Source: an optimization exercise on an open RTL-to-GDS flow (aim: small area). Production flows keep margins and buffers that such runs may drop.
The RTL was checked by simulation tests, not by an equivalence proof against the original design.

Setup of wip/quartz:
// ib_queue
module ib_queue #(
    parameter int FETCH_W = 4,
    parameter int ISSUE_W = 2,
    parameter int DEPTH   = 16,
    parameter int PTAB_W  = 5
) (
    input  logic                         clk,
    input  logic                         rst_,
    input  logic                         flush,
    input  logic                         fetch_valid,
    input  logic [31:0]                  fetch_pc,
    input  logic [FETCH_W*32-1:0]        fetch_insn,
    input  logic [FETCH_W-1:0]           fetch_mask,
    input  logic [FETCH_W-1:0]           fetch_delot,
    input  logic [PTAB_W-1:0]            fetch_ptab_addr,
    input  logic [31:0]                  fetch_branch_pc,
    output logic                         ib_allin,
    output logic [ISSUE_W-1:0]           ib_id_valid,
    output logic [ISSUE_W*32-1:0]        ib_id_pc,
    output logic [ISSUE_W*32-1:0]        ib_id_insn,
    output logic [ISSUE_W*PTAB_W-1:0]    ib_id_ptab_addr,
    output logic [ISSUE_W-1:0]           ib_id_delot_flag,
    input  logic [$clog2(ISSUE_W+1)-1:0] id_take,
    output logic [$clog2(DEPTH+1)-1:0]   ib_count
);
For scale: ~2,500 cells after synthesis, about 1,100 flip-flops, ~360 I/O pins.
==> flow/config.mk <==
export PLATFORM = sky130hd
export DESIGN_NAME = ib_queue
export DESIGN_NICKNAME = ib_queue
export VERILOG_FILES = /design/flow/design.v
export SDC_FILE = /design/flow/constraint.sdc
export NUM_CORES = 4
export LEC_CHECK = 0
export CAP_MARGIN = 10
export CORE_MARGIN = 2
export CORE_UTILIZATION = 55
export SLEW_MARGIN = 10
export SYNTH_HIERARCHICAL = 1
export SYNTH_MINIMUM_KEEP_SIZE = 0
==> flow/constraint.sdc <==
create_clock -name core_clock -period 6.0 [get_ports {clk}]
set_input_delay 1.2000 -clock core_clock [delete_from_list [all_inputs] [get_ports {clk}]]
set_output_delay 1.2000 -clock core_clock [all_outputs]
set_load 0.01 [all_outputs]
standard.sh (not shown) runs the stock make flow with config.mk's settings and CLKGATE_MAP_FILE= SYNTH_SCRIPT=/design/flow/synth_recipe.tcl, a recipe that flattens the netlist after the stock synthesis.
==> flow/flow/run.sh <==
#!/bin/bash
# Layout flow: the standard ORFS flow (standard.sh) with three settings changed:
#  - abc maps for a 0.5 (instead of 5) output load, so cells at module outputs of the
#    hierarchical synthesis are not upsized (registers are unchanged);
#  - the input and output port buffers are sky130_fd_sc_hd__buf_1;
#  - clock tree synthesis inserts no dummy loads and clusters up to 25 sinks
#    within 100 um per leaf buffer.
# The full make output is in standard.log in the work folder.
set -euo pipefail
bash standard.sh \
  ABC_LOAD_IN_FF=0.5 \
  "BUFFER_PORTS_ARGS=-buffer_cell sky130_fd_sc_hd__buf_1" \
  "CTS_ARGS=-sink_clustering_enable -repair_clock_nets -dont_use_dummy_load -sink_clustering_size 25 -sink_clustering_max_diameter 100" \
  finish > standard.log 2>&1
wip/quartz: full flow OK, the timing, DRC and antenna checks passed
Edits applied to the flow inputs when going from wip/quartz to wip/pepper:
Settings: CORE_UTILIZATION changed from 55 to 40; CTS_BUF_LIST newly set to sky130_fd_sc_hd__clkbuf_8; CAP_MARGIN changed from 10 to 20; SLEW_MARGIN changed from 10 to 20.
==> flow/run.sh (new file) <==
#!/bin/bash
# synth_recipe.tcl (not shown) runs the flow's synth.tcl, then flattens the netlist and writes it again
# the make line also repeats each setting of config.mk as NAME=value (left out here)
make -C /OpenROAD-flow-scripts/flow DESIGN_CONFIG=/design/flow/config.mk WORK_HOME=/design/flow/orfs CLKGATE_MAP_FILE= SYNTH_SCRIPT=/design/flow/synth_recipe.tcl finish
removed: flow/flow/run.sh
removed: flow/standard.sh
Results
Compared with wip/quartz, in wip/pepper wire length on met1 saw an increase, sequential share of layout area fell 7.0 points, routed wire length now sits higher, clock period minus final worst setup slack has increased.
Of the two values seen for standard cell with the maximum stage delay on the critical path, dfxtp_1 was produced by wip/quartz and clkdlybuf4s50_1 by wip/pepper.
What wip/tundra does differently from wip/pepper at the input level:
Settings: clearing CTS_BUF_LIST, which used to be sky130_fd_sc_hd__clkbuf_8.
==> flow/flow/run.sh (new file) <==
#!/bin/bash
# Layout flow: the standard ORFS flow (standard.sh) with three settings changed:
#  - abc maps for a 0.5 (instead of 5) output load, so cells at module outputs of the
#    hierarchical synthesis are not upsized (registers are unchanged);
#  - the input and output port buffers are sky130_fd_sc_hd__buf_1;
#  - clock tree synthesis inserts no dummy loads and clusters up to 25 sinks
#    within 100 um per leaf buffer.
# The full make output is in standard.log in the work folder.
set -euo pipefail
bash standard.sh \
  ABC_LOAD_IN_FF=0.5 \
  "BUFFER_PORTS_ARGS=-buffer_cell sky130_fd_sc_hd__buf_1" \
  "CTS_ARGS=-sink_clustering_enable -repair_clock_nets -dont_use_dummy_load -sink_clustering_size 25 -sink_clustering_max_diameter 100" \
  finish > standard.log 2>&1
==> flow/standard.sh (new file) <==
#!/bin/bash
# synth_recipe.tcl (not shown) runs the flow's synth.tcl, then flattens the netlist and writes it again
# the make line also repeats each setting of config.mk as NAME=value (left out here)
make -C /OpenROAD-flow-scripts/flow DESIGN_CONFIG=/design/flow/config.mk WORK_HOME=/design/flow/orfs CLKGATE_MAP_FILE= SYNTH_SCRIPT=/design/flow/synth_recipe.tcl "${@:-finish}"
removed: flow/run.sh
### Flow results
As of wip/tundra, final area had fallen by a little under 10% compared to wip/pepper. Diff wip/pepper..wip/tundra | share of synthesized area spent on multiplexers | negligible. The faster design of the two is wip/tundra; wip/pepper tops out lower. The higher total wirelength of the detailed-routed design of wip/tundra and wip/pepper is in wip/pepper. Summary of wip/tundra over wip/pepper: total length of routed met2 wires lower, portion of the layout cell area used by non-clock buffers lower, via count of the first global-routing pass lower. Looking at final clock skew across wip/tundra and wip/pepper, the one that comes out higher is wip/tundra.

==> separate check: timing with driven ports <==
In the flow no input, the clock included, has a driving cell. The finished layouts below were timed again as built, in two steps.
Step 1, drivers: a clkbuf_16 drives clk and a buf_2 each remaining input, both assumed.
Step 2, shift: input delay + t, output delay - t, t = (earliest + latest rising clock arrival at the registers) / 2. This alone moves slack from input paths to output paths.
Slacks: no drivers / after step 1 / after step 2; pairs: no drivers / after step 1.
| run | shift t [ns] | slack for setup (ns) | worst data-port slew with drivers (ns) |
|---|---|---|---|
| wip/quartz | 0.684 | 0.348 / 0.280 / 0.834 | 0.15 |
| wip/pepper | 0.880 | 0.236 / 0.168 / 0.438 | 0.18 |
| wip/tundra | 0.677 | 0.383 / 0.311 / 0.617 | 0.16 |
After both steps setup and hold are still met in every run listed.
